Source: an optimization exercise on an open RTL-to-GDS flow (aim: small area, a short achievable clock period and few clock cycles per item). Production flows keep margins and buffers that such runs may drop.
Where RTL was checked, it was by simulation tests only, not by an equivalence proof against the original.
No functional check of the RTL was part of run 1.
Power is estimated from default activity; no workload was simulated.

## flow/design.v (module list and top-level ports; edited modules follow where they fit)
// module csa_fa: 9 lines
// module csa_ha: 8 lines
// module binary_neuron: 970 lines
module binary_neuron (
    input  logic                    clk,
    input  logic                    reset,
    input  logic                    in_valid,
    output logic                    in_ready,
    input  logic [320:0]            in_req,
    output logic                    out_valid,
    input  logic                    out_ready,
    output logic [9:0]              out_sum
);
  // ...
==> flow/flow/run.sh <==
#!/bin/bash
# The standard layout (standard.sh: ORFS synthesis to final layout), with
# two changes:
#  - the input and output ports are buffered with the smallest buffer,
#    sky130_fd_sc_hd__buf_1, instead of the cell buffer_ports picks by default
#    (clkdlybuf4s50_1); later repair steps may still resize them;
#  - clock tree synthesis adds no dummy loads to the clock tree, and groups
#    the flip-flops into clusters of up to 15 within 75 um for its leaf
#    buffers (instead of searching for a clustering itself).
set -euo pipefail
# keep temporary files (Yosys/ABC) inside the work folder
export TMPDIR="$PWD/tmp"
mkdir -p "$TMPDIR"
export BUFFER_PORTS_ARGS="-buffer_cell sky130_fd_sc_hd__buf_1"
export CTS_ARGS="-sink_clustering_enable -repair_clock_nets -buf_list sky130_fd_sc_hd__clkbuf_8 -dont_use_dummy_load -sink_clustering_size 15 -sink_clustering_max_diameter 75"
bash standard.sh > standard_flow.log 2>&1
==> flow/standard.sh <==
#!/bin/bash
# synth_recipe.tcl (not shown) runs the flow's synth.tcl, then flattens the netlist and writes it again
# the make line also repeats each setting of config.mk as NAME=value (left out here)
make -C /OpenROAD-flow-scripts/flow DESIGN_CONFIG=/design/flow/config.mk WORK_HOME=/design/flow/orfs CLKGATE_MAP_FILE= SYNTH_SCRIPT=/design/flow/synth_recipe.tcl "${@:-finish}"
==> flow/config.mk <==
export PLATFORM = sky130hd
export DESIGN_NAME = binary_neuron
export DESIGN_NICKNAME = binary_neuron
export VERILOG_FILES = /design/flow/design.v
export SDC_FILE = /design/flow/constraint.sdc
export NUM_CORES = 4
export LEC_CHECK = 0
export CAP_MARGIN = 20
export CORE_MARGIN = 2
export CORE_UTILIZATION = 40
export CTS_BUF_LIST = sky130_fd_sc_hd__clkbuf_8
export SLEW_MARGIN = 20
export SYNTH_HIERARCHICAL = 1
export SYNTH_MINIMUM_KEEP_SIZE = 0
==> flow/constraint.sdc <==
create_clock -name core_clock -period 6.0 [get_ports {clk}]
set_input_delay 1.2000 -clock core_clock [delete_from_list [all_inputs] [get_ports {clk}]]
set_output_delay 1.2000 -clock core_clock [all_outputs]
set_load 0.01 [all_outputs]
==> results.ini, run 1 <==
[run_status]
status = complete, no violations

[critical_path]
r2r_end = r2_s471
path_depth = 4
r2r_slack_ps = 3590
path_cells = buf_1 -> fa_1 -> fa_1 -> fa_1
worst-path-max-fanout = 4
crit_top_cell = fa_1

[timing]
worst_slew_pin_slew_ps = 971
fin_worst_skew_ps = 61.4
holdWs_ps = 334
finalSetupViolations = 0
rsz0062_at_grt = false
max-slew-margin-rel_pct = 35.3

[global_route]
gr-total-overflow = 0
grt_max_degree = 23
gr-usage-met3_pct = 2.29

[die]
nWellTaps = 461
start_util_pct = 40.7
pin_count = 337

[finish]
buffers = 336
final-clk-cell-share_pct = 1.66
top_area_cell_class = multi-input gates
final_nets = 2116
top_register = q_data
sh_seq_area_pct = 32.3
largest_reg_flops = 40
multi_input_comb_cells = 899

[synthesis]
yosysSeqAreaShare_pct = 36.8
ys.flop_type = dfxtp_1

[power]
clock_power_share_pct = 10.4
p_seq_share_pct = 37.3
cellLeakagePower_nw = 6.02
p_sw_mw = 3.00
peakVddDrop_uv = 237
power_mw = 7.62

[placed_design]
gp_congestion = 0.843
post-dp-hpwl_mm = 30.6

[drt]
vias = 9214
wl_mm = 34.9
met3WireLength_mm = 1.32

[cts]
cts_sinks = 242

[hold_path]
worstHoldPathCells = 0

==> run 2, diff against run 1 <==
--- a/flow/design.v
+++ b/flow/design.v
@@ -214,19 +214,19 @@
     wire p2_61 = in_req[75] ^ (~in_req[3] & (in_req[73] | in_req[74]));
     wire q3_61 = ~(in_req[76] ^ (~in_req[3] & (in_req[73] | in_req[74] | in_req[75])));
     wire p1_62 = in_req[70] ^ (~in_req[2] & in_req[69]);
     wire p2_62 = in_req[71] ^ (~in_req[2] & (in_req[69] | in_req[70]));
     wire q3_62 = ~(in_req[72] ^ (~in_req[2] & (in_req[69] | in_req[70] | in_req[71])));
     wire p1_63 = in_req[66] ^ (~in_req[1] & in_req[65]);
     wire p2_63 = in_req[67] ^ (~in_req[1] & (in_req[65] | in_req[66]));
     wire q3_63 = ~(in_req[68] ^ (~in_req[1] & (in_req[65] | in_req[66] | in_req[67])));
-    logic r1_s39, r1_s41, r1_s43, r1_s45, r1_s47, r1_s49, r1_s51, r1_s53, r1_s55, r1_s107, r1_c44, r1_c46, r1_c48, r1_c50, r1_c52, r1_c54, r1_c56, r1_s109, r1_s111, r1_s113, r1_s115, r1_s117, r1_s119, r1_s121, r1_s123, r1_s125, r1_s127, r1_s129, r1_s131, r1_s133, r1_s135, r1_s201, r1_c124, r1_c126, r1_c128, r1_c130, r1_c132, r1_c134, r1_c136, r1_s203, r1_s205, r1_s207, r1_s209, r1_s211, r1_s213, r1_s215, r1_s217, r1_s219, r1_s221, r1_s223, r1_s225, r1_s227, r1_s229, r1_s231, r1_s233, r1_s235, r1_s311, r1_s313, r1_c204, r1_c206, r1_c208, r1_c210, r1_c212, r1_c214, r1_c216, r1_c218, r1_c220, r1_c222, r1_c224, r1_c226, r1_c228, r1_c230, r1_c232, r1_c234, r1_c236, r1_s315, r1_s317, r1_s319, r1_s321, r1_s323, r1_s325, r1_s327, r1_s329, r1_s331, r1_s333, r1_s335, r1_s337, r1_s339, r1_s341, r1_c314, r1_c316, r1_c318, r1_c320, r1_c322, r1_c324, r1_c326, r1_c328, r1_c330, r1_c332, r1_c334, r1_c336, r1_c338, r1_c340, r1_c342, r1_s393, r1_s395, r1_s397, r1_s399, r1_s401, r1_s403, r1_s405, r1_c394, r1_c396, r1_c398, r1_c400, r1_c402, r1_c404, r1_c406;
+    logic r1_s39, r1_s41, r1_s43, r1_s45, r1_s47, r1_s49, r1_s51, r1_s53, r1_s55, r1_s107, r1_c44, r1_c46, r1_c48, r1_c50, r1_c52, r1_c54, r1_c56, r1_s109, r1_s111, r1_s113, r1_s115, r1_s117, r1_s119, r1_s121, r1_s123, r1_s125, r1_s127, r1_s129, r1_s131, r1_s133, r1_s135, r1_c122, r1_c124, r1_c126, r1_c128, r1_c130, r1_c132, r1_c134, r1_c136, r1_s203, r1_s205, r1_s207, r1_s209, r1_s211, r1_s213, r1_s215, r1_s217, r1_s219, r1_s221, r1_s223, r1_s225, r1_s227, r1_s229, r1_s231, r1_s233, r1_s235, r1_s311, r1_s313, r1_c204, r1_c206, r1_c208, r1_c210, r1_c212, r1_c214, r1_c216, r1_c218, r1_c220, r1_c222, r1_c224, r1_c226, r1_c228, r1_c230, r1_c232, r1_s315, r1_s317, r1_s319, r1_s321, r1_s323, r1_s325, r1_s327, r1_c234, r1_c236, r1_s329, r1_s331, r1_s333, r1_s335, r1_s337, r1_s339, r1_s341, r1_c314, r1_c316, r1_c318, r1_c320, r1_c322, r1_c324, r1_c326, r1_c328, r1_c330, r1_c332, r1_c334, r1_c336, r1_c338, r1_c340, r1_c342, r1_s393, r1_s395, r1_s397, r1_s399, r1_s401, r1_s403, r1_s405, r1_c394, r1_c396, r1_c398, r1_c400, r1_c402, r1_c404, r1_c406;
     logic r2_c158, r2_c160, r2_s263, r2_s265, r2_s267, r2_c268, r2_s379, r2_s381, r2_s383, r2_s385, r2_s433, r2_c382, r2_c384, r2_s435, r2_s437, r2_s439, r2_c386, r2_s441, r2_s465, r2_c440, r2_s467, r2_c442, r2_s469, r2_s471, r2_c468, r2_s485, r2_c470, r2_c472, r2_s487, r2_c488, r2_s497, r2_c498, r2_s63, r2_s157, r2_s159;
-    logic r3_c450, r3_s479, r3_c452, r3_s491, r3_c480, r3_s493, r3_s63, r3_s157, r3_s271, r3_s391, r3_s451, r3_s501, r3_s503, r3_c504, r3_s159, r3_c502;
+    logic r3_c450, r3_s479, r3_c452, r3_c478, r3_s493, r3_c480, r3_s63, r3_s157, r3_s271, r3_s391, r3_s451, r3_s501, r3_s503, r3_c504, r3_s159, r3_c502;
     wire s1 = ~(in_req[317] ^ in_req[313]);
     wire c2 = in_req[317] | in_req[313];
     wire s3, c4;
     csa_fa u_s3 (.a(in_req[309]), .b(in_req[305]), .c(in_req[301]), .s(s3), .co(c4));
     wire s5, c6;
     csa_fa u_s5 (.a(in_req[297]), .b(in_req[293]), .c(in_req[289]), .s(s5), .co(c6));
     wire s7, c8;
     csa_fa u_s7 (.a(in_req[285]), .b(in_req[281]), .c(in_req[277]), .s(s7), .co(c8));
@@ -436,35 +436,35 @@
     csa_fa u_s211 (.a(c86), .b(c88), .c(c90), .s(s211), .co(c212));
     wire s213, c214;
     csa_fa u_s213 (.a(c92), .b(c94), .c(c96), .s(s213), .co(c214));
     wire s215, c216;
     csa_fa u_s215 (.a(c98), .b(c100), .c(c102), .s(s215), .co(c216));
     wire s217, c218;
     csa_fa u_s217 (.a(c104), .b(c106), .c(c108), .s(s217), .co(c218));
     wire s219, c220;
-    csa_fa u_s219 (.a(c110), .b(c112), .c(c114), .s(s219), .co(c220));
+    csa_fa u_s219 (.a(s161), .b(s163), .c(s165), .s(s219), .co(c220));
     wire s221, c222;
-    csa_fa u_s221 (.a(c116), .b(c118), .c(c120), .s(s221), .co(c222));
+    csa_fa u_s221 (.a(s167), .b(s169), .c(s171), .s(s221), .co(c222));
     wire s223, c224;
-    csa_fa u_s223 (.a(c122), .b(s161), .c(s163), .s(s223), .co(c224));
+    csa_fa u_s223 (.a(s173), .b(s175), .c(s177), .s(s223), .co(c224));
     wire s225, c226;
-    csa_fa u_s225 (.a(s165), .b(s167), .c(s169), .s(s225), .co(c226));
+    csa_fa u_s225 (.a(s179), .b(s181), .c(s183), .s(s225), .co(c226));
     wire s227, c228;
-    csa_fa u_s227 (.a(s171), .b(s173), .c(s175), .s(s227), .co(c228));
+    csa_fa u_s227 (.a(s185), .b(s187), .c(s189), .s(s227), .co(c228));
     wire s229, c230;
-    csa_fa u_s229 (.a(s177), .b(s179), .c(s181), .s(s229), .co(c230));
+    csa_fa u_s229 (.a(s191), .b(s193), .c(s195), .s(s229), .co(c230));
     wire s231, c232;
-    csa_fa u_s231 (.a(s183), .b(s185), .c(s187), .s(s231), .co(c232));
+    csa_fa u_s231 (.a(s197), .b(s199), .c(s201), .s(s231), .co(c232));
     wire s233, c234;
-    csa_fa u_s233 (.a(s189), .b(s191), .c(s193), .s(s233), .co(c234));
+    csa_fa u_s233 (.a(c110), .b(c112), .c(c114), .s(s233), .co(c234));
     wire s235, c236;
-    csa_fa u_s235 (.a(s195), .b(s197), .c(s199), .s(s235), .co(c236));
+    csa_fa u_s235 (.a(c116), .b(c118), .c(c120), .s(s235), .co(c236));
     wire s237, c238;
-    csa_fa u_s237 (.a(r1_s201), .b(r1_c124), .c(r1_c126), .s(s237), .co(c238));
+    csa_fa u_s237 (.a(r1_c122), .b(r1_c124), .c(r1_c126), .s(s237), .co(c238));
     wire s239, c240;
     csa_fa u_s239 (.a(r1_c128), .b(r1_c130), .c(r1_c132), .s(s239), .co(c240));
     wire s241, c242;
     csa_fa u_s241 (.a(r1_c134), .b(r1_c136), .c(r1_s203), .s(s241), .co(c242));
     wire s243, c244;
     csa_fa u_s243 (.a(r1_s205), .b(r1_s207), .c(r1_s209), .s(s243), .co(c244));
     wire s245, c246;
     csa_fa u_s245 (.a(r1_s211), .b(r1_s213), .c(r1_s215), .s(s245), .co(c246));
@@ -570,23 +570,23 @@
     csa_fa u_s345 (.a(r1_c206), .b(r1_c208), .c(r1_c210), .s(s345), .co(c346));
     wire s347, c348;
     csa_fa u_s347 (.a(r1_c212), .b(r1_c214), .c(r1_c216), .s(s347), .co(c348));
     wire s349, c350;
     csa_fa u_s349 (.a(r1_c218), .b(r1_c220), .c(r1_c222), .s(s349), .co(c350));
     wire s351, c352;
     csa_fa u_s351 (.a(r1_c224), .b(r1_c226), .c(r1_c228), .s(s351), .co(c352));
     wire s353, c354;
-    csa_fa u_s353 (.a(r1_c230), .b(r1_c232), .c(r1_c234), .s(s353), .co(c354));
+    csa_fa u_s353 (.a(r1_c230), .b(r1_c232), .c(r1_s315), .s(s353), .co(c354));
     wire s355, c356;
-    csa_fa u_s355 (.a(r1_c236), .b(r1_s315), .c(r1_s317), .s(s355), .co(c356));
+    csa_fa u_s355 (.a(r1_s317), .b(r1_s319), .c(r1_s321), .s(s355), .co(c356));
     wire s357, c358;
-    csa_fa u_s357 (.a(r1_s319), .b(r1_s321), .c(r1_s323), .s(s357), .co(c358));
+    csa_fa u_s357 (.a(r1_s323), .b(r1_s325), .c(r1_s327), .s(s357), .co(c358));
     wire s359, c360;
-    csa_fa u_s359 (.a(r1_s325), .b(r1_s327), .c(r1_s329), .s(s359), .co(c360));
+    csa_fa u_s359 (.a(r1_c234), .b(r1_c236), .c(r1_s329), .s(s359), .co(c360));
     wire s361, c362;
     csa_fa u_s361 (.a(r1_s331), .b(r1_s333), .c(r1_s335), .s(s361), .co(c362));
     wire s363, c364;
     csa_fa u_s363 (.a(r1_s337), .b(r1_s339), .c(r1_s341), .s(s363), .co(c364));
     wire s365, c366;
     csa_fa u_s365 (.a(c238), .b(c240), .c(c242), .s(s365), .co(c366));
     wire s367, c368;
     csa_fa u_s367 (.a(c244), .b(c246), .c(c248), .s(s367), .co(c368));
@@ -608,17 +608,17 @@
     csa_fa u_s383 (.a(s371), .b(s373), .c(s375), .s(s383), .co(c384));
     wire s385, c386;
     csa_fa u_s385 (.a(c264), .b(c266), .c(s377), .s(s385), .co(c386));
     wire s387, c388;
     csa_fa u_s387 (.a(r2_c268), .b(r2_s379), .c(r2_s381), .s(s387), .co(c388));
     wire s389, c390;
     csa_fa u_s389 (.a(r2_s383), .b(r2_s385), .c(c270), .s(s389), .co(c390));
     wire s391, c392;
-    csa_fa u_s391 (.a(s387), .b(c272), .c(s389), .s(s391), .co(c392));
+    csa_fa u_s391 (.a(s387), .b(s389), .c(c272), .s(s391), .co(c392));
     wire s393 = ~(c274 ^ c276);
     wire c394 = c274 | c276;
     wire s395, c396;
     csa_fa u_s395 (.a(c278), .b(c280), .c(c282), .s(s395), .co(c396));
     wire s397, c398;
     csa_fa u_s397 (.a(c284), .b(c286), .c(c288), .s(s397), .co(c398));
     wire s399, c400;
     csa_fa u_s399 (.a(c290), .b(c292), .c(c294), .s(s399), .co(c400));
@@ -710,19 +710,19 @@
     csa_fa u_s485 (.a(c458), .b(c460), .c(c462), .s(s485), .co(c486));
     wire s487, c488;
     csa_fa u_s487 (.a(s483), .b(c464), .c(c466), .s(s487), .co(c488));
     wire s489, c490;
     csa_fa u_s489 (.a(r2_c468), .b(r2_s485), .c(r2_c470), .s(s489), .co(c490));
     wire s491, c492;
     csa_fa u_s491 (.a(r2_c472), .b(r2_s487), .c(c474), .s(s491), .co(c492));
     wire s493, c494;
-    csa_fa u_s493 (.a(c476), .b(s489), .c(c478), .s(s493), .co(c494));
+    csa_fa u_s493 (.a(c476), .b(s489), .c(s491), .s(s493), .co(c494));
     wire s495, c496;
-    csa_fa u_s495 (.a(r3_s491), .b(r3_c480), .c(r3_s493), .s(s495), .co(c496));
+    csa_fa u_s495 (.a(r3_c478), .b(r3_s493), .c(r3_c480), .s(s495), .co(c496));
     wire s497 = ~(c484 ^ c486);
     wire c498 = c484 | c486;
     wire s499, c500;
     csa_fa u_s499 (.a(r2_c488), .b(r2_s497), .c(c490), .s(s499), .co(c500));
     wire s501, c502;
     csa_fa u_s501 (.a(c492), .b(s499), .c(c494), .s(s501), .co(c502));
     wire s503 = ~(r2_c498 ^ c500);
     wire c504 = r2_c498 | c500;
@@ -784,17 +784,17 @@
         r1_s121 <= s121;
         r1_s123 <= s123;
         r1_s125 <= s125;
         r1_s127 <= s127;
         r1_s129 <= s129;
         r1_s131 <= s131;
         r1_s133 <= s133;
         r1_s135 <= s135;
-        r1_s201 <= s201;
+        r1_c122 <= c122;
         r1_c124 <= c124;
         r1_c126 <= c126;
         r1_c128 <= c128;
         r1_c130 <= c130;
         r1_c132 <= c132;
         r1_c134 <= c134;
         r1_c136 <= c136;
         r1_s203 <= s203;
@@ -826,25 +826,25 @@
         r1_c218 <= c218;
         r1_c220 <= c220;
         r1_c222 <= c222;
         r1_c224 <= c224;
         r1_c226 <= c226;
         r1_c228 <= c228;
         r1_c230 <= c230;
         r1_c232 <= c232;
-        r1_c234 <= c234;
-        r1_c236 <= c236;
         r1_s315 <= s315;
         r1_s317 <= s317;
         r1_s319 <= s319;
         r1_s321 <= s321;
         r1_s323 <= s323;
         r1_s325 <= s325;
         r1_s327 <= s327;
+        r1_c234 <= c234;
+        r1_c236 <= c236;
         r1_s329 <= s329;
         r1_s331 <= s331;
         r1_s333 <= s333;
         r1_s335 <= s335;
         r1_s337 <= s337;
         r1_s339 <= s339;
         r1_s341 <= s341;
         r1_c314 <= c314;
@@ -913,19 +913,19 @@
         r2_s63 <= s63;
         r2_s157 <= s157;
         r2_s159 <= s159;
     end
     always_ff @(posedge clk) begin
         r3_c450 <= c450;
         r3_s479 <= s479;
         r3_c452 <= c452;
-        r3_s491 <= s491;
-        r3_c480 <= c480;
+        r3_c478 <= c478;
         r3_s493 <= s493;
+        r3_c480 <= c480;
         r3_s63 <= r2_s63;
         r3_s157 <= r2_s157;
         r3_s271 <= s271;
         r3_s391 <= s391;
         r3_s451 <= s451;
         r3_s501 <= s501;
         r3_s503 <= s503;
         r3_c504 <= c504;
==> flow/flow/run.sh (replaced) <==
#!/bin/bash
# The standard layout (standard.sh: ORFS synthesis to final layout), with
# two changes:
#  - the input and output ports are buffered with the smallest buffer,
#    sky130_fd_sc_hd__buf_1, instead of the cell buffer_ports picks by default
#    (clkdlybuf4s50_1); later repair steps may still resize them;
#  - clock tree synthesis adds no dummy loads to the clock tree, and groups
#    the flip-flops into clusters of up to 15 within 75 um for its leaf
#    buffers (instead of searching for a clustering itself).
set -euo pipefail
export BUFFER_PORTS_ARGS="-buffer_cell sky130_fd_sc_hd__buf_1"
export CTS_ARGS="-sink_clustering_enable -repair_clock_nets -buf_list sky130_fd_sc_hd__clkbuf_8 -dont_use_dummy_load -sink_clustering_size 15 -sink_clustering_max_diameter 75"
bash standard.sh > standard_flow.log 2>&1
==> run 2 against run 1 <==
Still clean; cell count unchanged; combinational power about the same; utilization unchanged; clock skew decreased by 5.4 ps; via count decreased by 0.30%; critical path type unchanged; critical endpoint is now r1_s341; largest power group unchanged.
==> results.ini, run 2 <==
[synthesis]
netlist.area_leader.share_pct = 33.5  ; unchanged
yosys-top-cells-count = fa_1 (243), nor2_1 (215), dfxtp_1 (192)  ; unchanged
yosys_register_bits = 242  ; unchanged
synthArstFlopShare_pct = 0  ; unchanged
yosys.area_share.adder_pct = 34.9  ; unchanged
synth_mux_area_share_pct = 0.362  ; unchanged
synth_top_family_by_area = adder cells  ; unchanged
synthCells = 1185  ; unchanged
yosysSeqAreaShare_pct = 36.8  ; unchanged
synth_largest_area_cell = fa_1  ; unchanged
synth_most_common_cell = fa_1  ; unchanged
synthSimpleGateAreaFrac_pct = 12.1  ; unchanged
synth-compound-area-share_pct = 2.59  ; unchanged
yosys-top-cells-area = fa_1 (34%), dfxtp_1 (26%), edfxtp_1 (10%)  ; unchanged
synth_nets = 1769  ; unchanged
avgSynthCellArea_um2 = 12.2  ; unchanged
syn_area_um2 = 14500  ; unchanged
synth_edf_count = 50  ; unchanged
ys.flop_type = dfxtp_1  ; unchanged
synth.distinct_cells = 40  ; unchanged
synthXorXnorAreaFrac_pct = 12.0  ; unchanged
yosys_warnings = 8  ; unchanged

[die]
start_util_pct = 40.7  ; unchanged
die_w_um = 194  ; unchanged
core_area_um2 = 35700  ; unchanged
pin_count = 337  ; unchanged
dieArea_um2 = 37800  ; unchanged
rows = 69  ; unchanged
die_y_um = 194  ; unchanged

[power]
cellLeakagePower_nw = 6.02  ; unchanged
peakVddDrop_uv = 281  ; was 237 uV
clock_power_share_pct = 10.4  ; about the same
combPwrFrac_pct = 52.4  ; about the same
p_sw_mw = 2.99  ; was 3.00 mW
p_seq_share_pct = 37.2  ; was 37.3%
intPower_mw = 4.62  ; about the same
netSwitchingFraction_pct = 39.3  ; about the same
pwr_density_cell_nw_per_um2 = 459  ; was 460 nW/um^2

[finish]
stdcell_count = 1992  ; unchanged
final_nets = 2116  ; unchanged
utilization_pct = 46.5  ; unchanged
largestRegisters = q_data x40, out_sum x10, pending x5  ; unchanged
final_layout_size_suffix_gt1_share_pct = 2.03  ; unchanged
fill_cells = 3355  ; was 3317
top_register = q_data  ; unchanged
area_growth_syn_to_layout_pct = 14.2  ; unchanged
final_common_cell = buf_1  ; unchanged
largest_reg_flops = 40  ; unchanged
final_cell_mix = buf_1 (336), fa_1 (243), nor2_1 (215)  ; unchanged

[global_route]
gr-total-overflow = 0  ; unchanged
grt_pass1_vias = 10100  ; was 9889
gr-usage-all-layers_pct = 18.5  ; was 18.6%
grt_pass1_wl_mm = 53.6  ; about the same
grt_max_degree = 23  ; unchanged
grt_antenna_before_repair = 1  ; was 0

[drt]
wl_per_cell_um = 17.2  ; was 17.5 um
drc = 0  ; unchanged
drt_pass1_iterations = 4  ; unchanged
drt_iter0_markers = 288  ; was 398
vias = 9186  ; was 9214
ant_nets = 0  ; unchanged
viasPerCell = 4.61  ; was 4.63
wl_mm = 34.3  ; was 34.9 mm

[timing]
max-slew-margin-rel_pct = 38.4  ; was 35.3%
finalSetupViolations = 0  ; unchanged
max_clock_freq_mhz = 415  ; was 397 MHz
period_share_pct = 40.2  ; was 42.0%
min_period_ps = 2410  ; was 2520 ps
setup-tns-final_ps = 0  ; unchanged
holdWs_ps = 334  ; about the same
drv_slew = 0  ; unchanged
rsz0062_at_grt = false  ; unchanged
hold_viol_final = 0  ; unchanged
fin_worst_skew_ps = 56.0  ; was 61.4 ps
worst_slew_pin_slew_ps = 924  ; was 971 ps

[critical_path]
arrival_ps = 2830  ; was 2920 ps
cp-start-kind = input pin  ; unchanged
end_kind = register  ; unchanged
required_ps = 6420  ; was 6410 ps
worst-path-max-fanout = 4  ; unchanged
critical_path_class = in2reg  ; unchanged

[run_status]
status = complete, no violations  ; unchanged

[cts]
root_buffer = clkbuf_8  ; unchanged
h-tree-depth = 1  ; unchanged
cts-hold-fix-buffers = 0  ; unchanged
clock_latency_ps = 550  ; was 530 ps
cts_tree = done  ; unchanged
path_clk_slew_ps = 90  ; about the same
numCtsBuffers = 20  ; unchanged
post-cts-setup-buffers = 0  ; unchanged
clk_path_buf_depth = 3  ; unchanged
cts.repair.resized = 0  ; unchanged
cts_sinks = 242  ; unchanged

[placed_design]
post-dp-hpwl_mm = 30.2  ; was 30.6 mm
portBuffers = 336  ; unchanged
gp_congestion = 0.867  ; was 0.843
placedCellCount = 1971  ; unchanged

[hold_path]
min_path_type = reg2reg  ; unchanged

[flow_run]
cap_violations = 0  ; unchanged

run 2: cell counts after synthesis:
No cell type changed its count.
run 2: final cells by class:
cell class | instances | area, um^2 | share of cell area (%)
timing repair buffer | 336 | 1260 | 7.61
tap | 461 | 577 | 3.48
inverter | 33 | 124 | 0.747
clock buffer | 20 | 275 | 1.66
sequential | 242 | 5350 | 32.3
antenna | 1 | 2.50 | 0.0151
multi-input combinational | 899 | 8990 | 54.2
run 2: through the flow:
stage	area [um^2]	worst slack, ps	power, mW
floorplan	14500	3320	5.36
finish	16600	3590	7.61
CTS	16600	3570	7.78
detailed placement	16300	3010	6.98
global route	16600	3410	8.40
global placement	16300	3010	6.79
run 2: critical path: stages:
cell and delay (ps):
buf_1 140, nor3_1 190, nor2_1 70, xnor2_1 240, fa_1 500, fa_1 500
run 2: logic make-up (layout without fill, tap and decap cells):
logic type | after synthesis | count (layout)
muxes | 5 | 5
and+or+nand+nor | 382 | 382
buffers and inverters | 44 | 389
adders and majority gates | 259 | 259
xor gates and xnor gates | 199 | 199
other | 0 | 1
DFF | 242 | 242
AOI/OAI and AO/OA | 54 | 54
run 2: power by group through the flow:
| stage | Clock [mW] | Sequential (mW) | Combinational (mW) |
|---|---|---|---|
| after floorplan | 0 | 2.77 | 2.58 |
| after global placement | 0 | 2.88 | 3.90 |
| after detailed placement | 0 | 2.88 | 4.09 |
| after CTS | 0.826 | 2.85 | 4.10 |
| after global routing | 0.885 | 2.89 | 4.62 |
| final | 0.792 | 2.83 | 3.99 |
run 2: final timing paths:
path	from	endpoint	slack (ps)	cells past startpoint
worst max-delay path	in_req[121]	r1_s341	3590	6
worst min-delay path	r2_s157	r3_s157	330	0
worst max register to register	r1_s223	r2_s471	3600	4
worst min register to register	r2_s157	r3_s157	330	0
run 2: per-layer routing:
metal | part of all wire [%] | track usage [%] | vias up
met5 | 0 | 0 | -
met2 | 53 | 34.1 | 230
met3 | 3.8 | 2.15 | 40
met4 | 2.7 | 4.73 | 0
li1 | - | - | 4475
met1 | 41 | 22.9 | 4441
run 2: per-module statistics from Yosys (local to each module, per instance):
module / copies in the design / flops+latches / cell area (um^2) / cells
csa_fa: 243 / 0 / 20.0 / 1
binary_neuron: 1 / 242 / 9650 / 942
Testbench counts of run 2, summed over its fixed seeds: cycles 3,232, items 3,200.
==> run 3, diff against run 2 <==
--- a/flow/flow/run.sh
+++ b/flow/flow/run.sh
@@ -8,6 +8,9 @@
 #    the flip-flops into clusters of up to 15 within 75 um for its leaf
 #    buffers (instead of searching for a clustering itself).
 set -euo pipefail
+# keep temporary files (Yosys/ABC) inside the work folder
+export TMPDIR="$PWD/tmp"
+mkdir -p "$TMPDIR"
 export BUFFER_PORTS_ARGS="-buffer_cell sky130_fd_sc_hd__buf_1"
 export CTS_ARGS="-sink_clustering_enable -repair_clock_nets -buf_list sky130_fd_sc_hd__clkbuf_8 -dont_use_dummy_load -sink_clustering_size 15 -sink_clustering_max_diameter 75"
 bash standard.sh > standard_flow.log 2>&1
==> run 3 against run 2 <==
Fmax unchanged; clock power hardly changed; combinational power about the same; flip-flop and latch count unchanged; global-route usage unchanged; clock skew unchanged; total power unchanged; utilization unchanged; cell area is the same; critical path depth is the same; hold slack is the same; largest cell class unchanged.
==> results.ini, run 3 <==
[die]
pin_count = 337  ; unchanged
core_area_um2 = 35700  ; unchanged
die_y_um = 194  ; unchanged
die_w_um = 194  ; unchanged
start_util_pct = 40.7  ; unchanged
rows = 69  ; unchanged
dieArea_um2 = 37800  ; unchanged

[cts]
cts_sinks = 242  ; unchanged
clock_latency_ps = 550  ; about the same
cts.repair.resized = 0  ; unchanged
root_buffer = clkbuf_8  ; unchanged
path_clk_slew_ps = 90  ; about the same
cts_tree = done  ; unchanged
clk_path_buf_depth = 3  ; unchanged
h-tree-depth = 1  ; unchanged
post-cts-setup-buffers = 0  ; unchanged
numCtsBuffers = 20  ; unchanged
cts-hold-fix-buffers = 0  ; unchanged

[synthesis]
synth_mux_area_share_pct = 0.362  ; unchanged
synth-compound-area-share_pct = 2.59  ; unchanged
synth_most_common_cell = fa_1  ; unchanged
yosys-top-cells-count = fa_1 (243), nor2_1 (215), dfxtp_1 (192)  ; unchanged
synth_largest_area_cell = fa_1  ; unchanged
synthXorXnorAreaFrac_pct = 12.0  ; unchanged
synthCells = 1185  ; unchanged
yosys.area_share.adder_pct = 34.9  ; unchanged
synthArstFlopShare_pct = 0  ; unchanged
yosys_warnings = 8  ; unchanged
netlist.area_leader.share_pct = 33.5  ; unchanged
ys.flop_type = dfxtp_1  ; unchanged
synth_top_family_by_area = adder cells  ; unchanged
yosysSeqAreaShare_pct = 36.8  ; unchanged
yosys_register_bits = 242  ; unchanged
yosys-top-cells-area = fa_1 (34%), dfxtp_1 (26%), edfxtp_1 (10%)  ; unchanged
synth_nets = 1769  ; unchanged
syn_area_um2 = 14500  ; unchanged
synth_edf_count = 50  ; unchanged
synthSimpleGateAreaFrac_pct = 12.1  ; unchanged
synth.distinct_cells = 40  ; unchanged
avgSynthCellArea_um2 = 12.2  ; unchanged

[critical_path]
cp-start-kind = input pin  ; unchanged
critical_path_class = in2reg  ; unchanged
r2r-start = r1_s223  ; unchanged
cp_slowest_cell = fa_1  ; unchanged
r2r_slack_ps = 3600  ; about the same
crit_end = r1_s341  ; unchanged
required_ps = 6420  ; about the same
end_kind = register  ; unchanged
reg2regPathDepth = 4  ; unchanged
r2r_end = r2_s471  ; unchanged
cp_top_family = adder cells  ; unchanged
max_stage_delay_ps = 500  ; about the same
cp-startpoint = in_req[121]  ; unchanged
path_depth = 6  ; unchanged
crit_top_cell = fa_1  ; unchanged
cp.buffers_inverters = 1  ; unchanged
arrival_ps = 2830  ; about the same
worst-path-max-fanout = 4  ; unchanged
path_cells = buf_1 -> nor3_1 -> nor2_1 -> xnor2_1 -> fa_1 -> fa_1  ; unchanged

[global_route]
grt_antenna_before_repair = 1  ; unchanged
grt_max_degree = 23  ; unchanged
gr-total-overflow = 0  ; unchanged
grt_pass1_vias = 10100  ; unchanged
gr-usage-all-layers_pct = 18.5  ; unchanged
grt_pass1_wl_mm = 53.6  ; unchanged

[power]
combPwrFrac_pct = 52.4  ; about the same
p_sw_mw = 2.99  ; unchanged
peakVddDrop_uv = 281  ; unchanged
pwr_density_cell_nw_per_um2 = 459  ; unchanged
netSwitchingFraction_pct = 39.3  ; unchanged
cellLeakagePower_nw = 6.02  ; unchanged
intPower_mw = 4.62  ; unchanged
p_seq_share_pct = 37.2  ; about the same
clock_power_share_pct = 10.4  ; about the same

[timing]
worst_slew_pin_slew_ps = 924  ; unchanged
setup-tns-final_ps = 0  ; unchanged
max_clock_freq_mhz = 415  ; unchanged
min_period_ps = 2410  ; unchanged
rsz0062_at_grt = false  ; unchanged
drv_slew = 0  ; unchanged
period_share_pct = 40.2  ; unchanged
fin_worst_skew_ps = 56.0  ; unchanged
max-slew-margin-rel_pct = 38.4  ; unchanged
hold_viol_final = 0  ; unchanged
finalSetupViolations = 0  ; unchanged

[drt]
drc = 0  ; unchanged
vias = 9186  ; unchanged
m1WireLength_mm = 14.0  ; unchanged
top_layer = met4  ; unchanged
wl_mm = 34.3  ; unchanged
viasPerCell = 4.61  ; unchanged
drt_iter0_markers = 288  ; unchanged
ant_nets = 0  ; unchanged
wl_per_cell_um = 17.2  ; unchanged
dr_wl_met2_mm = 18.0  ; unchanged
drt_pass1_iterations = 4  ; unchanged
met3WireLength_mm = 1.31  ; unchanged

[finish]
largest_reg_flops = 40  ; unchanged
final_cell_mix = buf_1 (336), fa_1 (243), nor2_1 (215)  ; unchanged
utilization_pct = 46.5  ; unchanged
final_layout_size_suffix_gt1_share_pct = 2.03  ; unchanged
largestRegisters = q_data x40, out_sum x10, pending x5  ; unchanged
area_growth_syn_to_layout_pct = 14.2  ; unchanged
final_common_cell = buf_1  ; unchanged
top_register = q_data  ; unchanged
final_nets = 2116  ; unchanged

[hold_path]
min_path_type = reg2reg  ; unchanged

[placed_design]
portBuffers = 336  ; unchanged
post-dp-hpwl_mm = 30.2  ; unchanged
gp_congestion = 0.867  ; unchanged

[run_status]
status = complete, no violations  ; unchanged

[flow_run]
cap_violations = 0  ; unchanged

[run 3: cell counts after synthesis]
No cell type changed its count.
[run 3: layout make-up]
cell class / instances / area [um^2]
Antenna cell: 1 / 2.50
Clock buffer: 20 / 275
Fill cell: 3355 / 19100
Inverter: 33 / 124
Multi-Input combinational cell: 899 / 8990
Sequential cell: 242 / 5350
Tap cell: 461 / 577
Timing Repair Buffer: 336 / 1260
[run 3: per-module statistics from Yosys, one instance, submodules excluded]
| module | flip-flops and latches | copies in the design | cells inside | cell area, um^2 |
|---|---|---|---|---|
| csa_fa | 0 | 243 | 1 | 20.0 |
| binary_neuron | 242 | 1 | 942 | 9650 |
[run 3: how the worst min path moves through the flow]
stage               startpoint      end  cells past startpoint
floorplan              r2_s157  r3_s157                      0
global placement       r2_s157  r3_s157                      0
detailed placement     r2_s157  r3_s157                      0
CTS                    r2_s157  r3_s157                      0
global route           r2_s157  r3_s157                      0
finish                 r2_s157  r3_s157                      0
[run 3: kinds of logic after synthesis]
kind of cell / after synthesis
and+or+nand+nor: 382
buffers and inverters: 44
AOI/OAI and AO/OA: 54
adders and majority gates: 259
xor gates and xnor gates: 199
muxes: 5
DFF: 242
[run 3: power by group through the flow]
stage                     clock [mW]  sequential [mW]  combinational, mW
after floorplan                    0             2.77               2.58
after global placement             0             2.88               3.90
after detailed placement           0             2.88               4.09
after CTS                      0.826             2.85               4.10
after global routing           0.885             2.89               4.62
final                          0.792             2.83               3.99
[run 3: layer usage]
layer	track usage, %	up-vias
met5	0	-
met4	4.73	0
met3	2.15	40
met2	34.1	230
met1	22.9	4441
li1	-	4475
[run 3: stage by stage]
stage | instances | instance area (um^2) | power, mW | hold WS, ps | worst slack (ps)
after floorplan | 1185 | 14500 | 5.36 | 310 | 3320
after global placement | 1971 | 16300 | 6.79 | 311 | 3010
after detailed placement | 1971 | 16300 | 6.98 | 312 | 3010
after CTS | 1991 | 16600 | 7.78 | 335 | 3570
after global routing | 1992 | 16600 | 8.40 | 338 | 3410
final | 1992 | 16600 | 7.61 | 334 | 3590
[run 3: worst reg2reg max path: stages, from the launching register on]
cell     delay [ps]
dfxtp_1         360
fa_1            500
fa_1            490
fa_1            470
fa_1            480
==> run 4, diff against run 3 <==
--- a/flow/config.mk
+++ b/flow/config.mk
@@ -7,7 +7,7 @@
 export LEC_CHECK = 0
 export CAP_MARGIN = 20
 export CORE_MARGIN = 2
-export CORE_UTILIZATION = 40
+export CORE_UTILIZATION = 60
 export CTS_BUF_LIST = sky130_fd_sc_hd__clkbuf_8
 export SLEW_MARGIN = 20
 export SYNTH_HIERARCHICAL = 1
==> run 4 against run 3 <==
Count of clock-buffer cells in the layout unchanged; total power shrank 1.6%; cell area decreased by 1.1%; sequential power about the same; cell count shrank 7.2%; critical path type unchanged.
==> results.ini, run 4 <==
[cts]
root_buffer = clkbuf_8  ; unchanged
clk_path_buf_depth = 3  ; unchanged
h-tree-depth = 1  ; unchanged
cts_sinks = 242  ; unchanged
cts.repair.resized = 0  ; unchanged
path_clk_slew_ps = 90  ; about the same
clock_latency_ps = 520  ; was 550 ps
post-cts-setup-buffers = 0  ; unchanged
cts_tree = done  ; unchanged
cts-hold-fix-buffers = 0  ; unchanged
numCtsBuffers = 20  ; unchanged

[finish]
final_cell_mix = buf_1 (336), fa_1 (243), nor2_1 (215)  ; unchanged
seqCellArea_um2 = 5350  ; unchanged
final_common_cell = buf_1  ; unchanged
multi_input_area_um2 = 8990  ; unchanged
top_register = q_data  ; unchanged
largest_reg_flops = 40  ; unchanged
final_layout_size_suffix_gt1_share_pct = 2.03  ; unchanged
largestRegisters = q_data x40, out_sum x10, pending x5  ; unchanged
fill_cells = 1813  ; was 3355
stdcell_area_um2 = 16400  ; was 16600 um^2
area_growth_syn_to_layout_pct = 12.9  ; was 14.2%
antenna_cells = 0  ; was 1
final_nets = 2116  ; unchanged

[synthesis]
synthXorXnorAreaFrac_pct = 12.0  ; unchanged
avgSynthCellArea_um2 = 12.2  ; unchanged
synth_most_common_cell = fa_1  ; unchanged
ys.flop_type = dfxtp_1  ; unchanged
yosys-top-cells-area = fa_1 (34%), dfxtp_1 (26%), edfxtp_1 (10%)  ; unchanged
synth.distinct_cells = 40  ; unchanged
yosys.area_share.adder_pct = 34.9  ; unchanged
netlist.area_leader.share_pct = 33.5  ; unchanged
synth_largest_area_cell = fa_1  ; unchanged
synth_top_family_by_area = adder cells  ; unchanged
yosysSeqAreaShare_pct = 36.8  ; unchanged
yosys-top-cells-count = fa_1 (243), nor2_1 (215), dfxtp_1 (192)  ; unchanged
synth_edf_count = 50  ; unchanged
synth-compound-area-share_pct = 2.59  ; unchanged
synth_nets = 1769  ; unchanged
synthCells = 1185  ; unchanged
synth_mux_area_share_pct = 0.362  ; unchanged
syn_area_um2 = 14500  ; unchanged
synthSimpleGateAreaFrac_pct = 12.1  ; unchanged
yosys_warnings = 8  ; unchanged
yosys_register_bits = 242  ; unchanged
synthArstFlopShare_pct = 0  ; unchanged

[critical_path]
cp_top_family = adder cells  ; unchanged
end_kind = register  ; unchanged
cp-start-kind = input pin  ; unchanged
critical_path_class = in2reg  ; unchanged
reg2regPathDepth = 4  ; unchanged
cp.buffers_inverters = 1  ; unchanged
max_stage_delay_ps = 500  ; about the same
path_depth = 4  ; was 6
arrival_ps = 2820  ; was 2830 ps
worst-path-max-fanout = 4  ; unchanged
crit_top_cell = fa_1  ; unchanged
required_ps = 6400  ; was 6420 ps
path_cells = buf_1 -> fa_1 -> fa_1 -> fa_1  ; was buf_1 -> nor3_1 -> nor2_1 -> xnor2_1 -> fa_1 -> fa_1
cp_slowest_cell = fa_1  ; unchanged

[power]
peakVddDrop_uv = 283  ; was 281 uV
intPower_mw = 4.59  ; was 4.62 mW
combPwrFrac_pct = 51.5  ; was 52.4%
p_sw_mw = 2.90  ; was 2.99 mW
pwr_density_cell_nw_per_um2 = 457  ; was 459 nW/um^2
power_mw = 7.49  ; was 7.61 mW
netSwitchingFraction_pct = 38.7  ; was 39.3%
clock_power_share_pct = 10.5  ; was 10.4%
cellLeakagePower_nw = 6.02  ; unchanged
p_seq_share_pct = 38.0  ; was 37.2%

[global_route]
met2_usage_pct = 43.6  ; was 34.1%
gr-usage-all-layers_pct = 25.1  ; was 18.5%
grt_max_degree = 23  ; unchanged
grt_pass1_wl_mm = 49.3  ; was 53.6 mm
gr-total-overflow = 0  ; unchanged
grt_pass1_vias = 9844  ; was 10100
busiest_layer = met2  ; unchanged
use_met1_pct = 33.8  ; was 22.9%
grt_antenna_before_repair = 0  ; was 1
gr-usage-met3_pct = 3.72  ; was 2.15%

[drt]
drt_iter0_markers = 397  ; was 288
drc = 0  ; unchanged
ant_nets = 0  ; unchanged
vias = 9183  ; was 9186
wl_per_cell_um = 16.6  ; was 17.2 um
drt_pass1_iterations = 5  ; was 4
wl_mm = 30.7  ; was 34.3 mm
viasPerCell = 4.97  ; was 4.61

[timing]
rsz0062_at_grt = false  ; unchanged
finalSetupViolations = 0  ; unchanged
drv_slew = 0  ; unchanged
max-slew-margin-rel_pct = 38.3  ; was 38.4%
fin_worst_skew_ps = 52.9  ; was 56.0 ps
min_period_ps = 2420  ; was 2410 ps
worst_slew_pin_slew_ps = 926  ; was 924 ps
hold_viol_final = 0  ; unchanged
setup-tns-final_ps = 0  ; unchanged
period_share_pct = 40.4  ; was 40.2%
max_clock_freq_mhz = 413  ; was 415 MHz

[die]
pin_count = 337  ; unchanged
rows = 56  ; was 69
start_util_pct = 61.5  ; was 40.7%
core_area_um2 = 23600  ; was 35700 um^2
die_w_um = 160  ; was 194 um
die_y_um = 160  ; was 194 um
dieArea_um2 = 25500  ; was 37800 um^2

[placed_design]
dpl-instance-area_um2 = 16100  ; was 16300 um^2
gp_congestion = 0.914  ; was 0.867
post-dp-hpwl_mm = 26.9  ; was 30.2 mm
portBuffers = 336  ; unchanged

[run_status]
status = complete, no violations  ; unchanged

[hold_path]
worstHoldPathCells = 0  ; unchanged
min_path_type = reg2reg  ; unchanged

[flow_run]
cap_violations = 0  ; unchanged

[run 4: cell count changes in the layout (fill, tap and decap cells not counted)]
| cell | delta |
|---|---|
| diode_2 | -1 |
[run 4: stage by stage]
step	utilization [%]	hold slack, ps	setup slack (ps)	cells
4_1_cts	69.4	334	3590	1849
5_1_grt	69.4	345	3500	1849
3_5_place_dp	68.3	318	3030	1829
3_3_place_gp	68.3	311	3050	1829
2_1_floorplan	-	310	3320	1185
6_report	69.4	334	3580	1849
[run 4: path summary, 6_finish.rpt]
path	start	to	slack [ps]
max	in_req[213]	r1_s235	3580
min	r2_s159	r3_s159	330
max reg2reg	r1_s327	r2_s471	3600
min reg2reg	r2_s159	r3_s159	330
[run 4: cells by family (layout without fill, tap and decap cells)]
| logic type | after synthesis | after routing |
|---|---|---|
| muxes | 5 | 5 |
| xor gates and xnor gates | 199 | 199 |
| and+or+nand+nor | 382 | 382 |
| DFF | 242 | 242 |
| adders and majority gates | 259 | 259 |
| AOI/OAI and AO/OA | 54 | 54 |
| buffers and inverters | 44 | 389 |
[run 4: cell type report]
class	count	share of cell area [%]
clock buffers	20	1.68
inverters	33	0.756
multi-input cells	899	54.8
flip-flops and latches	242	32.6
well taps	319	2.43
repair buffers	336	7.69
[run 4: routing by layer]
metal / part of all wire (%) / wire length (um)
met5: 0 / 0
met4: 1.6 / 491
met3: 5.1 / 1550
met2: 51 / 15600
met1: 43 / 13100
[run 4: power by group through the flow]
stage                     Sequential, mW  Combinational [mW]  Clock (mW)
after detailed placement            2.89                3.94           0
after CTS                           2.86                3.95       0.805
after global placement              2.89                3.74           0
final                               2.84                3.86       0.784
after floorplan                     2.77                2.58           0
after global routing                2.90                4.48       0.864
[run 4: Yosys stat by module, one instance, submodules excluded]
module / area, um^2 / flip-flops and latches / cells
binary_neuron: 9650 / 242 / 942
csa_fa: 20.0 / 0 / 1
==> run 5, diff against run 4 <==
--- a/flow/config.mk
+++ b/flow/config.mk
@@ -7,7 +7,7 @@
 export LEC_CHECK = 0
 export CAP_MARGIN = 20
 export CORE_MARGIN = 2
-export CORE_UTILIZATION = 60
+export CORE_UTILIZATION = 70
 export CTS_BUF_LIST = sky130_fd_sc_hd__clkbuf_8
 export SLEW_MARGIN = 20
 export SYNTH_HIERARCHICAL = 1
==> run 5 against run 4 <==
Still clean; wire length is 5.4% higher; sequential power about the same; area after synthesis unchanged; clock power about the same; total power increased by 2.8%; combinational power is 5% higher; critical path type unchanged; critical endpoint is now r1_s229; largest cell class unchanged; highest routed layer is now met5.
==> results.ini, run 5 <==
[die]
die_w_um = 148  ; was 160 um
rows = 52  ; was 56
start_util_pct = 71.5  ; was 61.5%
die_y_um = 148  ; was 160 um
dieArea_um2 = 21900  ; was 25500 um^2
pin_count = 337  ; unchanged
core_area_um2 = 20300  ; was 23600 um^2

[synthesis]
yosys-top-cells-count = fa_1 (243), nor2_1 (215), dfxtp_1 (192)  ; unchanged
synth.distinct_cells = 40  ; unchanged
synth_most_common_cell = fa_1  ; unchanged
yosysSeqAreaShare_pct = 36.8  ; unchanged
synthCells = 1185  ; unchanged
synth_nets = 1769  ; unchanged
synthArstFlopShare_pct = 0  ; unchanged
yosys_warnings = 8  ; unchanged
syn_area_um2 = 14500  ; unchanged
synth_edf_count = 50  ; unchanged
ys.flop_type = dfxtp_1  ; unchanged
yosys_register_bits = 242  ; unchanged
yosys-top-cells-area = fa_1 (34%), dfxtp_1 (26%), edfxtp_1 (10%)  ; unchanged
synth_largest_area_cell = fa_1  ; unchanged
avgSynthCellArea_um2 = 12.2  ; unchanged
netlist.area_leader.share_pct = 33.5  ; unchanged

[global_route]
grt_pass1_wl_mm = 51.4  ; was 49.3 mm
grt_pass1_vias = 10300  ; was 9844
gr-total-overflow = 0  ; unchanged
grt_antenna_before_repair = 1  ; was 0
gr-usage-all-layers_pct = 31.1  ; was 25.1%
grt_max_degree = 23  ; unchanged

[critical_path]
r2r_end = r2_s471  ; unchanged
end_kind = register  ; unchanged
worst-path-max-fanout = 4  ; unchanged
r2r_slack_ps = 3580  ; was 3600 ps
reg2regPathDepth = 4  ; unchanged
r2r-start = r1_s311  ; was r1_s327
required_ps = 6400  ; about the same
critical_path_class = in2reg  ; unchanged
cp-start-kind = input pin  ; unchanged
arrival_ps = 2830  ; was 2820 ps

[finish]
final_nets = 2116  ; unchanged
utilization_pct = 80.4  ; was 69.4%
fill_cells = 1284  ; was 1813
largest_reg_flops = 40  ; unchanged
stdcell_count = 1800  ; was 1849
area_growth_syn_to_layout_pct = 12.5  ; was 12.9%
final_cell_mix = buf_1 (336), fa_1 (243), nor2_1 (215)  ; unchanged
stdcell_area_um2 = 16300  ; was 16400 um^2
antenna_cells = 0  ; unchanged
final_layout_size_suffix_gt1_share_pct = 2.03  ; unchanged
largestRegisters = q_data x40, out_sum x10, pending x5  ; unchanged
top_register = q_data  ; unchanged
final_common_cell = buf_1  ; unchanged

[hold_path]
min_to = r3_s157  ; was r3_s159
min_path_type = reg2reg  ; unchanged
worstHoldPathCells = 0  ; unchanged
hp-start = r2_s157  ; was r2_s159

[drt]
drt_iter0_markers = 393  ; was 397
drt_pass1_iterations = 5  ; unchanged
wl_per_cell_um = 18.0  ; was 16.6 um
drc = 0  ; unchanged
ant_nets = 0  ; unchanged
wl_mm = 32.4  ; was 30.7 mm
vias = 9529  ; was 9183
viasPerCell = 5.29  ; was 4.97

[timing]
holdWs_ps = 335  ; was 334 ps
setup-tns-final_ps = 0  ; unchanged
fin_worst_skew_ps = 53.0  ; was 52.9 ps
hold_viol_final = 0  ; unchanged
min_period_ps = 2430  ; was 2420 ps
max-slew-margin-rel_pct = 36.8  ; was 38.3%
drv_slew = 0  ; unchanged
period_share_pct = 40.5  ; was 40.4%
finalSetupViolations = 0  ; unchanged
worst_slew_pin_slew_ps = 948  ; was 926 ps
max_clock_freq_mhz = 412  ; was 413 MHz
rsz0062_at_grt = false  ; unchanged

[cts]
clk_path_buf_depth = 3  ; unchanged
cts-hold-fix-buffers = 0  ; unchanged
clock_latency_ps = 510  ; was 520 ps
root_buffer = clkbuf_8  ; unchanged
post-cts-setup-buffers = 0  ; unchanged
cts_sinks = 242  ; unchanged
h-tree-depth = 1  ; unchanged
cts.repair.resized = 0  ; unchanged
numCtsBuffers = 20  ; unchanged
path_clk_slew_ps = 100  ; was 90 ps
cts_tree = done  ; unchanged

[run_status]
status = complete, no violations  ; unchanged

[placed_design]
dpl-instance-area_um2 = 16100  ; about the same
gp_congestion = 0.900  ; was 0.914
portBuffers = 336  ; unchanged
post-dp-hpwl_mm = 27.9  ; was 26.9 mm
placedCellCount = 1780  ; was 1829

[power]
cellLeakagePower_nw = 6.02  ; unchanged
pwr_density_cell_nw_per_um2 = 471  ; was 457 nW/um^2
peakVddDrop_uv = 313  ; was 283 uV

[flow_run]
cap_violations = 0  ; unchanged

-- run 5: cell counts after synthesis --
Identical to the previous run, type by type.
-- run 5: how the worst max path moves through the flow --
stage / from / endpoint / slack, ps
floorplan: in_req[213] / r1_s235 / 3320
global placement: in_req[101] / r1_s231 / 3070
detailed placement: in_req[213] / r1_s235 / 3040
CTS: r1_s311 / r2_s471 / 3560
global route: in_req[273] / r1_c334 / 3420
finish: in_req[129] / r1_s229 / 3570
-- run 5: cell families (layout without fill, tap and decap cells) --
family,Yosys count,count (layout),share of synthesized area (%)
XOR/XNOR,199,199,12.0
buffers and inverters,44,389,1.26
AO/OA/AOI/OAI,54,54,2.59
AND/OR/NAND/NOR,382,382,12.1
flip-flops,242,242,36.8
multiplexers,5,5,0.362
adder cells (fa/ha/maj),259,259,34.9
-- run 5: worst max-delay path: stages --
cell	delay [ps]
buf_1	200
nor2_1	60
nor2_1	130
xor2_1	270
fa_1	480
fa_1	480
-- run 5: routing by layer --
metal / global-route usage, % / wire length, um
met3: 3.95 / 1710
met1: 40.2 / 12500
met4: 7.86 / 853
met2: 56.1 / 17300
met5: 0 / 10
-- run 5: power by group --
| group | switching [mW] | internal (mW) |
|---|---|---|
| Sequential | 0.376 | 2.49 |
| Combinational | 2.17 | 1.87 |
| Clock | 0.488 | 0.300 |
-- run 5: modules after synthesis, one instance, submodules excluded --
module,times used,cells
binary_neuron,1,942
csa_fa,243,1
-- run 5: final cells by class --
cell class,instances,area (um^2),area share (%)
Multi-Input combinational cell,899,8990,55.0
Clock buffer,20,275,1.69
Timing Repair Buffer,336,1260,7.72
Sequential cell,242,5350,32.7
Inverter,33,124,0.759
Tap cell,270,338,2.07
-- run 5: per-stage QoR --
step / setup WS, ps / power, mW
2_1_floorplan: 3320 / 5.36
3_3_place_gp: 3070 / 6.56
3_5_place_dp: 3040 / 6.93
4_1_cts: 3560 / 7.72
5_1_grt: 3420 / 8.34
6_report: 3570 / 7.69

re-timing with driven ports:
In the flow no input, the clock included, has a driving cell. The finished layouts below were timed again as built, in two steps. Step 1, drivers: a clkbuf_16 drives clk and a buf_2 each remaining input, both assumed. Step 2 moves the port delays by t, midway between the first and last clock arrival at a register: inputs arrive t later, outputs are due t later. That takes back most of the time a late clock gives input paths. Slacks: no drivers / after step 1 / after step 2; pairs: no drivers / after step 1.
run | t (ns) | slack for setup (ns) | worst register clock-pin slew, ns | worst data-port slew with drivers (ns)
run 1 | 0.541 | 3.482 / 3.484 / 2.943 | 0.10 / 0.10 | 0.08
run 2 | 0.550 | 3.591 / 3.599 / 3.064 | 0.10 / 0.10 | 0.07
run 3 | 0.550 | 3.591 / 3.599 / 3.064 | 0.10 / 0.10 | 0.07
run 4 | 0.540 | 3.576 / 3.596 / 3.056 | 0.10 / 0.10 | 0.05
run 5 | 0.534 | 3.571 / 3.577 / 3.049 | 0.10 / 0.10 | 0.04
After both steps every run listed still meets setup and hold. For run 1, which loses most, drivers alone change the setup slack by +0.002 ns; drivers and shift together by -0.539 ns.
